This design comes from an exercise in tuning for small area on the open sky130 flow, not from production work. The RTL was checked by simulation tests, not by an equivalence proof against the original design. Power figures rest on the tool's default switching activity, not on a simulated workload.

==> flow/design.v (outline; a module is shown in full before it is edited, if it fits) <==
// module regfile: 40 lines
// module decode_stage: 82 lines
// module execute_stage: 34 lines
// module muladd: 2036 lines
// module memory_stage: 50 lines
// module pipe_top: 80 lines
module pipe_top (
  input  logic                            clk,
  input  logic                            rst_n,
  input  logic                            instr_valid,
  input  logic [isa_pkg::INSTR_W-1:0]     instr,
  output logic                            wb_valid,
  output logic [pipe_pkg::REG_ADDR_W-1:0] wb_rd,
  output logic [pipe_pkg::XLEN-1:0]       wb_data
);
  // ...
==> flow/flow/run.sh <==
#!/bin/bash
# Own layout flow: the standard ORFS flow (standard.sh) with these changes
# that only affect how the layout is built:
#  - synthesis is the standard flow's own script (synth_recipe.tcl, sourced unchanged) but
#    Yosys's ABC technology mapping runs an area-oriented script (area.abc),
#    and Yosys's synth skips its quick internal ABC pass (SYNTH_ARGS=-noabc)
#    so the full adders it extracts keep their polarity; registers are mapped
#    before ABC runs, so they are the standard ones
#  - the clock tree uses larger sink clusters (25 flops, 90 um) of clkbuf_16
#    and no dummy loads
#  - power recovery (downsizing gates with positive slack) after global route
#  - port buffers are buf_2 cells (every port still gets its own buffer)
# Every tool's output goes to orfs_make.log here and to orfs/logs/.
set -euo pipefail
W=$PWD
export FLOW_SYNTH_TCL="$W/synth_recipe.tcl"
export AREA_ABC_SCRIPT="$W/flow/area.abc"
export CTS_ARGS="-sink_clustering_enable -repair_clock_nets -dont_use_dummy_load -sink_clustering_size 25 -sink_clustering_max_diameter 90 -buf_list sky130_fd_sc_hd__clkbuf_16"
export RECOVER_POWER=100
export SYNTH_ARGS="-noabc"
export BUFFER_PORTS_ARGS="-buffer_cell sky130_fd_sc_hd__buf_2"
sed "s#SYNTH_SCRIPT=$W/synth_recipe.tcl #SYNTH_SCRIPT=$W/flow/synth_area.tcl #" standard.sh > flow_standard.sh
grep -q "SYNTH_SCRIPT=$W/flow/synth_area.tcl " flow_standard.sh
bash flow_standard.sh > orfs_make.log 2>&1
==> flow/flow/area.abc <==
&get -n
&st
&syn2
&dch
&nf -R 1000
&put
==> flow/flow/synth_area.tcl <==
# The standard flow's synthesis script, unchanged, with ABC's mapping script replaced by
# the area-oriented one in AREA_ABC_SCRIPT
proc abc {args} {
  set i [lsearch -exact $args -script]
  if { $i >= 0 } {
    set args [lreplace $args $i [expr {$i + 1}] -script $::env(AREA_ABC_SCRIPT)]
  }
  yosys abc {*}$args
}
source $::env(FLOW_SYNTH_TCL)
==> flow/standard.sh <==
#!/bin/bash
# synth_recipe.tcl (not shown) runs the flow's synth.tcl, then flattens the netlist and writes it again
# the make line also repeats each setting of config.mk as NAME=value (left out here)
make -C /OpenROAD-flow-scripts/flow DESIGN_CONFIG=/design/flow/config.mk WORK_HOME=/design/flow/orfs CLKGATE_MAP_FILE= SYNTH_SCRIPT=/design/flow/synth_recipe.tcl "${@:-finish}"
==> flow/config.mk <==
export PLATFORM = sky130hd
export DESIGN_NAME = pipe_top
export DESIGN_NICKNAME = pipe_top
export VERILOG_FILES = /design/flow/design.v
export SDC_FILE = /design/flow/constraint.sdc
export NUM_CORES = 4
export LEC_CHECK = 0
export CAP_MARGIN = 0
export CORE_MARGIN = 2
export CORE_UTILIZATION = 40
export SLEW_MARGIN = 0
==> flow/constraint.sdc <==
create_clock -name core_clock -period 10.0 [get_ports {clk}]
set_input_delay 2.0000 -clock core_clock [delete_from_list [all_inputs] [get_ports {clk}]]
set_output_delay 2.0000 -clock core_clock [all_outputs]
set_load 0.01 [all_outputs]
==> flow_summary_export.csv, run 1 <==
group,metric,value,unit
outcome,outcome,"finished with violations",
outcome,so_faults,"capacitance limit, slew limit, setup timing",
worst_setup_path,worst-path-stages,17,
yosys,synth_common_cells,"3239 x dfxtp_1, 3192 x a22o_1, 758 x a22oi_1, 718 x a222oi_1, 536 x nand2_1",
clock_tree,cts_tree,"yes",
yosys,synth_seq_cells,3239,
power_and_ir_drop,p_per_area,155,nW/µm²
yosys,synth-edff-count,0,
floorplanning,fp-row-count,205,
hold_path,worstHoldPathCells,0,
cells_and_area,layout_commonest_cell,"dfxtp_1",
cells_and_area,seqCellArea,65000,µm²
yosys,synth.area.top_cells,"dfxtp_1 52%, a22o_1 22%, a222oi_1 5.7%",
drt,route.vias.total,115000,
drt,firstDrtPassIters,13,
flow_run,cap_violations,105,
place,dp_hpwl,352000,µm
worst_setup_path,worstPathMaxFanout,26,
worst_setup_path,max_stage_delay,1.68,ns
worst_setup_path,r2r_start,"i_decode.x_rd_q[0]",
worst_setup_path,critical-path-slowest-cell,"clkbuf_1",
sta,tightest_slew,3.05,ns
worst_setup_path,required,10.74,ns
sta,min_period_over_period,105,%
global_routing,use_met2,49.3,%
cells_and_area,postLayoutCoreUtil,44.8,%
cells_and_area,buf_share,2.62,%
power_and_ir_drop,power.group.top,"sequential cells",
cells_and_area,drive_above_1_share,7.95,%
drt,top_layer_used,"met5",
clock_tree,path_clk_slew,0.11,ns
yosys,synth_mux_area_share,0.0608,%
drt,wl_per_cell,37.2,µm
sta,final_max_slew_viol_count,2953,
yosys,ys_async_sr_fraction,0,%
cells_and_area,seq_area_share,46.5,%
clock_tree,cts_root_buf,"clkbuf_16",
power_and_ir_drop,power,21.7,mW
sta,setup_violations,511,
power_and_ir_drop,pwr.group.clock,7.18,mW
sta,setup_slack,-0.480,ns
yosys,synthesis.area,126000,µm²
power_and_ir_drop,comb_power_share,7.2,%
==> inputs of run 2 (changes only) <==
--- a/flow/flow/run.sh
+++ b/flow/flow/run.sh
@@ -8,7 +8,6 @@
 #    before ABC runs, so they are the standard ones
 #  - the clock tree uses larger sink clusters (25 flops, 90 um) of clkbuf_16
 #    and no dummy loads
-#  - power recovery (downsizing gates with positive slack) after global route
 #  - port buffers are buf_2 cells (every port still gets its own buffer)
 # Every tool's output goes to orfs_make.log here and to orfs/logs/.
 set -euo pipefail
@@ -16,7 +15,6 @@
 export FLOW_SYNTH_TCL="$W/synth_recipe.tcl"
 export AREA_ABC_SCRIPT="$W/flow/area.abc"
 export CTS_ARGS="-sink_clustering_enable -repair_clock_nets -dont_use_dummy_load -sink_clustering_size 25 -sink_clustering_max_diameter 90 -buf_list sky130_fd_sc_hd__clkbuf_16"
-export RECOVER_POWER=100
 export SYNTH_ARGS="-noabc"
 export BUFFER_PORTS_ARGS="-buffer_cell sky130_fd_sc_hd__buf_2"
 sed "s#SYNTH_SCRIPT=$W/synth_recipe.tcl #SYNTH_SCRIPT=$W/flow/synth_area.tcl #" standard.sh > flow_standard.sh
--- a/flow/config.mk
+++ b/flow/config.mk
@@ -5,7 +5,7 @@
 export SDC_FILE = /design/flow/constraint.sdc
 export NUM_CORES = 4
 export LEC_CHECK = 0
-export CAP_MARGIN = 0
+export CAP_MARGIN = 20
 export CORE_MARGIN = 2
 export CORE_UTILIZATION = 40
-export SLEW_MARGIN = 0
+export SLEW_MARGIN = 20
==> run 2 against run 1 <==
Now clean on timing, DRC and antenna. Critical path type unchanged. Clock power up 0.7%. Core utilization up 0.40 points. Critical path depth up 19. Wire length about the same. Clock skew down 0.0039 ns. Sequential power about the same. Combinational power up 3%. Setup slack better by 1.1 ns.
==> flow_summary_export.csv, run 2 <==
group,metric,value,unit
worst_setup_path,max_stage_delay,0.60,ns
worst_setup_path,crit_type,"reg -> reg",
yosys,avgSynthCellArea,11.7,µm²
global_routing,use_met2,49.3,%
drt,final_antenna_net_count,0,
clock_tree,cts_sinks,3239,
floorplanning,ioPinCount,73,
yosys,synth_compound_area_share,35.2,%
place,port_buffers,70,
cells_and_area,nets,11800,
cells_and_area,top_regs,"i_memory.dmem x2048, i_regfile.regs x992",
sta,final_max_slew_viol_count,0,
clock_tree,path_clk_slew,0.10,ns
cells_and_area,drive_above_1_share,9.96,%
power_and_ir_drop,p_sw_share,25.7,%
yosys,yosysTopAreaCellShare,51.7,%
global_routing,met3_usage,12.6,%
sta,hold_viol,0,
yosys,synthAdderAreaFrac,4.20,%
yosys,synth-xor-area-share,2.43,%
global_routing,first_global_vias,109000,
power_and_ir_drop,intPower,16.2,mW
yosys,synth_top_family_by_area,"compound AO/OA/AOI/OAI gates",
yosys,synth_cells,10800,
worst_setup_path,rrSetupSlack,0.63,ns
outcome,outcome,"timing/DRC/antenna clean",
floorplanning,core,312000,µm²
yosys,synth-edff-count,0,
clock_tree,clock_latency,0.94,ns
cells_and_area,instances_no_fill,15700,
floorplanning,fp.dieW,564,µm
power_and_ir_drop,comb_power_share,7.4,%
cells_and_area,regMostFlops,"i_memory.dmem",
yosys,yosysTopAreaCell,"dfxtp_1",
clock_tree,clockBufferDepth,4,
sta,period_needed,9.37,ns
cells_and_area,area_delta_synth_final,12.4,%
power_and_ir_drop,leakage,51.5,nW
drt,wl_per_cell,37.1,µm
yosys,synth_seq_cells,3239,
hold_path,hold_path_class,"reg -> reg",
sta,relSlewSlack,8.66,%
yosys,yosys.area_share.simple,6.35,%
clock_tree,cts_tree,"yes",
floorplanning,fp-row-count,205,
sta,tns,0,ns
floorplanning,die_y,564,µm
sta,setup_violations,0,
drt,via_per_inst,7.36,
yosys,ys_async_sr_fraction,0,%
yosys,ys_seq_area_share,51.7,%
worst_setup_path,critPathLaunchType,"flip-flop",
power_and_ir_drop,ir_worst_vdd,159,µV
drt,drc,0,
cells_and_area,largest_reg_flops,2048,
clock_tree,h-tree-depth,4,
flow_run,cap_violations,0,
cells_and_area,seqCellArea,65000,µm²
power_and_ir_drop,p_per_area,155,nW/µm²
floorplanning,design.die.area,318000,µm²
global_routing,overflow,0,
global_routing,use_met1,45.7,%
yosys,ys_types,43,
clock_tree,cts_root_buf,"clkbuf_16",
global_routing,grt_max_degree,75,
global_routing,grt_usage,35.0,%
yosys,synth.area.top_cells,"dfxtp_1 52%, a22o_1 22%, a222oi_1 5.7%",
worst_setup_path,worstPathMaxFanout,33,
drt,wl,582000,µm
yosys,synth_mux_area_share,0.0608,%
yosys,synth_common_cells,"3239 x dfxtp_1, 3192 x a22o_1, 758 x a22oi_1, 718 x a222oi_1, 536 x nand2_1",
clock_tree,cts_setup_buffers,0,
sta,max_freq,107,MHz
place,place_congestion,0.965,
cells_and_area,layout_commonest_cell,"dfxtp_1",
sta,fin_skew,0.139,ns
sta,min_period_over_period,93.7,%
power_and_ir_drop,p_seq_share,59.5,%
sta,rsz0062_at_grt,"false",
power_and_ir_drop,p_switching,5.61,mW
cells_and_area,multi_input_area,62400,µm²
sta,tightest_slew,1.37,ns
worst_setup_path,critical-path-slowest-cell,"o21ai_2",
global_routing,grt_pass1_wl,822000,µm
worst_setup_path,required,10.78,ns
yosys,synth-main-ff-cell,"dfxtp_1",
worst_setup_path,arrival,10.15,ns
place,dpl.cell_count,15500,
floorplanning,initial_utilization,40.2,%
power_and_ir_drop,clockPowerShare,33.1,%
global_routing,top_usage_layer,"met2",
drt,route.vias.total,115000,
worst_setup_path,end_kind,"flip-flop",
yosys,synthesis.area,126000,µm²
cells_and_area,fillers,28600,
drt,drt_iter0_drc,21000,
place,dp_hpwl,353000,µm
global_routing,antenna_found_initial,63,
clock_tree,hold_buffers,0,
yosys,synth_most_common_cell,"dfxtp_1",
clock_tree,cts_resized,0,
drt,firstDrtPassIters,13,
cells_and_area,layout_common_cells,"3207 x dfxtp_1, 3192 x a22o_1, 758 x a22oi_1",
yosys,syn_nets,11100,
clock_tree,numCtsBuffers,164,
yosys,yosys_warnings,5,
[run 2: power by group through the flow]
stage	registers (mW)	clock network (mW)	logic (mW)
after global placement	13.3	0	1.52
after detailed placement	13.3	0	1.54
after floorplan	13.3	0	0.658
after global routing	13.0	7.67	1.65
after CTS	13.0	7.24	1.54
final	13.0	7.23	1.61
[run 2: logic make-up (layout without fill, tap and decap cells)]
kind of cell    Yosys count  count (layout)
compound gates         5182            5182
xor+xnor                348             348
fa+ha+maj               293             293
buf+inv                  24             767
flops                  3239            3239
mux                       7               7
other cells               0              27
simple gates           1658            1658
[run 2: through the flow]
| stage | power [mW] | worst slack [ns] | util (%) | area [µm²] | hold WS (ns) |
|---|---|---|---|---|---|
| floorplan | 14.0 | 0.0411 | - | 126000 | 0.310 |
| global placement | 14.8 | 0.682 | 43.8 | 137000 | 0.312 |
| detailed placement | 14.8 | 0.747 | 43.8 | 137000 | 0.312 |
| CTS | 21.8 | 0.782 | 45.1 | 141000 | 0.334 |
| global route | 22.3 | 0.169 | 45.2 | 141000 | 0.337 |
| finish | 21.8 | 0.626 | 45.2 | 141000 | 0.324 |
[run 2: routing by layer]
| metal | up-vias | part of all wire [%] | wire [µm] |
|---|---|---|---|
| met4 | 50 | 7.1 | 41100 |
| li1 | 46900 | - | - |
| met2 | 8538 | 41 | 236000 |
| met3 | 1622 | 14 | 82800 |
| met5 | - | 0.055 | 319 |
| met1 | 58100 | 38 | 221000 |
[run 2: final timing paths]
| kind | from | end | cells after the start |
|---|---|---|---|
| hold reg to reg | i_decode.s1_lo[5] | i_decode.s2_lo[5] | 0 |
| setup reg to reg | i_decode.x_b[2] | i_regfile.regs[22][31] | 36 |
| hold / removal | i_decode.s1_lo[5] | i_decode.s2_lo[5] | 0 |
| setup / recovery | i_decode.x_b[2] | i_regfile.regs[22][31] | 36 |
[run 2: area by class of cell]
type,count,share of cell area (%)
Timing Repair Buffer,579,3.01
Inverter,24,0.0692
Tap cell,4140,3.67
Antenna cell,27,0.0479
Sequential cell,3239,46.0
Clock buffer,164,2.91
Multi-Input combinational cell,7488,44.2
[run 2: critical path: cells and delay by family, from the launching register on]
kind	cells	cell delay [ns]
AND/OR/NAND/NOR	6	0.63
adder cells (fa/ha/maj)	8	3.36
XOR/XNOR	6	1.33
flip-flops	1	0.35
AO/OA/AOI/OAI	12	2.57
buffers and inverters	4	1.03
==> inputs of run 3 (changes only) <==
--- a/flow/config.mk
+++ b/flow/config.mk
@@ -7,5 +7,5 @@
 export LEC_CHECK = 0
 export CAP_MARGIN = 20
 export CORE_MARGIN = 2
-export CORE_UTILIZATION = 40
+export CORE_UTILIZATION = 45
 export SLEW_MARGIN = 20
==> run 3 against run 2 <==
Clock power is 0.7% lower. First-iteration DRC count is 3.1% higher. Non-clock buffer count is 14 higher. Design area is 0.26% lower. Synthesized area stayed put. Power is 0.19% lower. Sequential share of layout area is 0.12 points higher. Critical path depth is 2 higher. Critical path type unchanged. Largest cell class unchanged. Largest power group unchanged.
==> flow_summary_export.csv, run 3 <==
group,metric,value,unit
sta,hold_viol,0,
cells_and_area,top_regs,"i_memory.dmem x2048, i_regfile.regs x992",
worst_setup_path,arrival,10.20,ns
yosys,synth_most_common_cell,"dfxtp_1",
cells_and_area,multi_input_area,62500,µm²
sta,rsz0062_at_grt,"false",
drt,wl_per_cell,38.6,µm
drt,wl,587000,µm
clock_tree,path_clk_slew,0.10,ns
place,dpl.cell_count,15000,
cells_and_area,area_delta_synth_final,12.1,%
floorplanning,ioPinCount,73,
clock_tree,cts_sinks,3239,
yosys,ys_types,43,
worst_setup_path,cpMostUsedCell,"xnor2_1",
global_routing,first_global_vias,108000,
yosys,synth.area.top_cells,"dfxtp_1 52%, a22o_1 22%, a222oi_1 5.7%",
drt,route.vias.total,116000,
global_routing,overflow,0,
power_and_ir_drop,leakage,51.5,nW
floorplanning,design.die.area,283000,µm²
drt,final_antenna_net_count,0,
sta,period_needed,9.41,ns
worst_setup_path,crit_type,"reg -> reg",
drt,drc,0,
worst_setup_path,critical-path-slowest-cell,"buf_4",
power_and_ir_drop,ir_worst_vdd,150,µV
worst_setup_path,critPathLaunchType,"flip-flop",
yosys,synth_common_cells,"3239 x dfxtp_1, 3192 x a22o_1, 758 x a22oi_1, 718 x a222oi_1, 536 x nand2_1",
yosys,yosys_warnings,5,
clock_tree,numCtsBuffers,163,
global_routing,grt_pass1_wl,824000,µm
place,dp_hpwl,359000,µm
yosys,ys_seq_area_share,51.7,%
drt,drt_iter0_drc,21600,
yosys,synth_seq_cells,3239,
clock_tree,hold_buffers,0,
cells_and_area,regMostFlops,"i_memory.dmem",
flow_run,cap_violations,0,
global_routing,grt_max_degree,72,
sta,max_freq,106,MHz
worst_setup_path,required,10.79,ns
clock_tree,cts_root_buf,"clkbuf_16",
yosys,yosysTopAreaCellShare,51.7,%
cells_and_area,fillers,24600,
drt,firstDrtPassIters,14,
sta,min_period_over_period,94.1,%
global_routing,grt_usage,39.4,%
global_routing,antenna_found_initial,72,
drt,via_per_inst,7.63,
cells_and_area,drive_above_1_share,10.1,%
clock_tree,clock_latency,0.92,ns
yosys,synth-edff-count,0,
yosys,synth_cells,10800,
cells_and_area,instances_no_fill,15200,
clock_tree,clockBufferDepth,4,
worst_setup_path,worstPathMaxFanout,42,
cells_and_area,nets,11800,
worst_setup_path,max_stage_delay,0.52,ns
power_and_ir_drop,p_per_area,155,nW/µm²
floorplanning,core,277000,µm²
yosys,avgSynthCellArea,11.7,µm²
yosys,yosysTopAreaCell,"dfxtp_1",
cells_and_area,largest_reg_flops,2048,
clock_tree,cts_resized,0,
place,place_congestion,0.968,
worst_setup_path,end_kind,"flip-flop",
sta,setup_violations,0,
sta,tightest_slew,1.34,ns
yosys,synthesis.area,126000,µm²
cells_and_area,layout_common_cells,"3207 x dfxtp_1, 3192 x a22o_1, 758 x a22oi_1",
floorplanning,fp-row-count,193,
yosys,syn_nets,11100,
outcome,outcome,"timing/DRC/antenna clean",
floorplanning,fp.dieW,532,µm
sta,tns,0,ns
sta,final_max_slew_viol_count,0,
floorplanning,die_y,532,µm
clock_tree,cts_tree,"yes",
yosys,ys_async_sr_fraction,0,%
yosys,synth-main-ff-cell,"dfxtp_1",
cells_and_area,seqCellArea,65000,µm²
sta,relSlewSlack,10.5,%
cells_and_area,layout_commonest_cell,"dfxtp_1",
floorplanning,initial_utilization,45.3,%
hold_path,hold_path_class,"reg -> reg",
place,port_buffers,70,
sta,fin_skew,0.147,ns
clock_tree,h-tree-depth,4,
clock_tree,cts_setup_buffers,0,
==> run 3: layout make-up <==
| cell class | count | area share, % |
|---|---|---|
| Inverter | 24 | 0.0694 |
| Antenna cell | 25 | 0.0445 |
| Multi-Input combinational cell | 7488 | 44.4 |
| Clock buffer | 163 | 2.90 |
| Tap cell | 3705 | 3.29 |
| Timing Repair Buffer | 593 | 3.12 |
| Sequential cell | 3239 | 46.2 |
==> run 3: worst paths after layout <==
check                          from  slack (ns)  cells after the start                      to
hold / removal    i_decode.s1_rd[0]        0.31                      0       i_decode.s2_rd[0]
setup / recovery    i_decode.x_b[5]        0.59                     38  i_regfile.regs[22][31]
setup reg to reg    i_decode.x_b[5]        0.59                     38  i_regfile.regs[22][31]
hold reg to reg   i_decode.s1_rd[0]        0.31                      0       i_decode.s2_rd[0]
==> run 3: power breakdown <==
group	switching [mW]	internal [mW]
registers	0.0679	12.9
logic	1.27	0.346
clock network	4.25	2.93
total	5.59	16.2
==> run 3: worst max-delay path: cells and delay by family, from the launching register on <==
kind | cells | cell delay [ns]
AOI/OAI and AO/OA | 15 | 2.93
xor gates and xnor gates | 6 | 1.15
adders and majority gates | 7 | 2.67
buffers and inverters | 4 | 1.33
DFF | 1 | 0.40
and+or+nand+nor | 6 | 0.80
==> run 3: routing by layer <==
layer | vias up | wire [µm] | track usage [%]
li1 | 46900 | - | -
met1 | 58400 | 225000 | 52.1
met2 | 8927 | 234000 | 54.3
met3 | 1831 | 89600 | 15.7
met4 | 70 | 38500 | 21.4
met5 | - | 470 | 0.0675
==> run 3: kinds of logic after synthesis <==
logic type               share of synthesized area [%]
AND/OR/NAND/NOR                                   6.35
adder cells (fa/ha/maj)                           4.20
multiplexers                                    0.0608
XOR/XNOR                                          2.43
AO/OA/AOI/OAI                                     35.2
flip-flops                                        51.7
buffers and inverters                           0.0718
==> run 3: through the flow <==
step	hold slack, ns	utilization [%]	worst slack, ns	area [µm²]	total power [mW]
3_3_place_gp	0.310	49.2	0.643	136000	14.8
5_1_grt	0.342	50.8	0.184	141000	22.3
3_5_place_dp	0.312	49.3	0.623	136000	14.8
4_1_cts	0.323	50.7	0.637	141000	21.7
6_report	0.309	50.8	0.587	141000	21.8
2_1_floorplan	0.310	-	0.0411	126000	14.0

[separate check: timing with driven ports]
How much do the figures lean on ideal ports? The routed layouts below were timed once more, with nothing changed but the port constraints.
Step 1, drivers: a clkbuf_16 drives clk and a buf_2 each remaining input, both assumed.
Step 2, shift: input delay + t, output delay - t, t = (earliest + latest rising clock arrival at the registers) / 2. This alone moves slack from input paths to output paths.
Slacks: ideal ports / drivers / drivers and shift; pairs: ideal ports / drivers.
| run | t, ns | setup WS [ns] | latest minus earliest clock arrival (ns) | pins driven straight from the clock port |
|---|---|---|---|---|
| run 1 | 0.988 | -0.480 / -0.480 / -1.307 | 0.144 / 0.144 | 1 |
| run 2 | 0.991 | 0.626 / 0.626 / 0.626 | 0.139 / 0.139 | 1 |
| run 3 | 0.952 | 0.587 / 0.587 / 0.587 | 0.147 / 0.146 | 1 |
For run 1, which loses most, drivers alone change the setup slack by 0.000 ns; drivers and shift together by -0.827 ns.
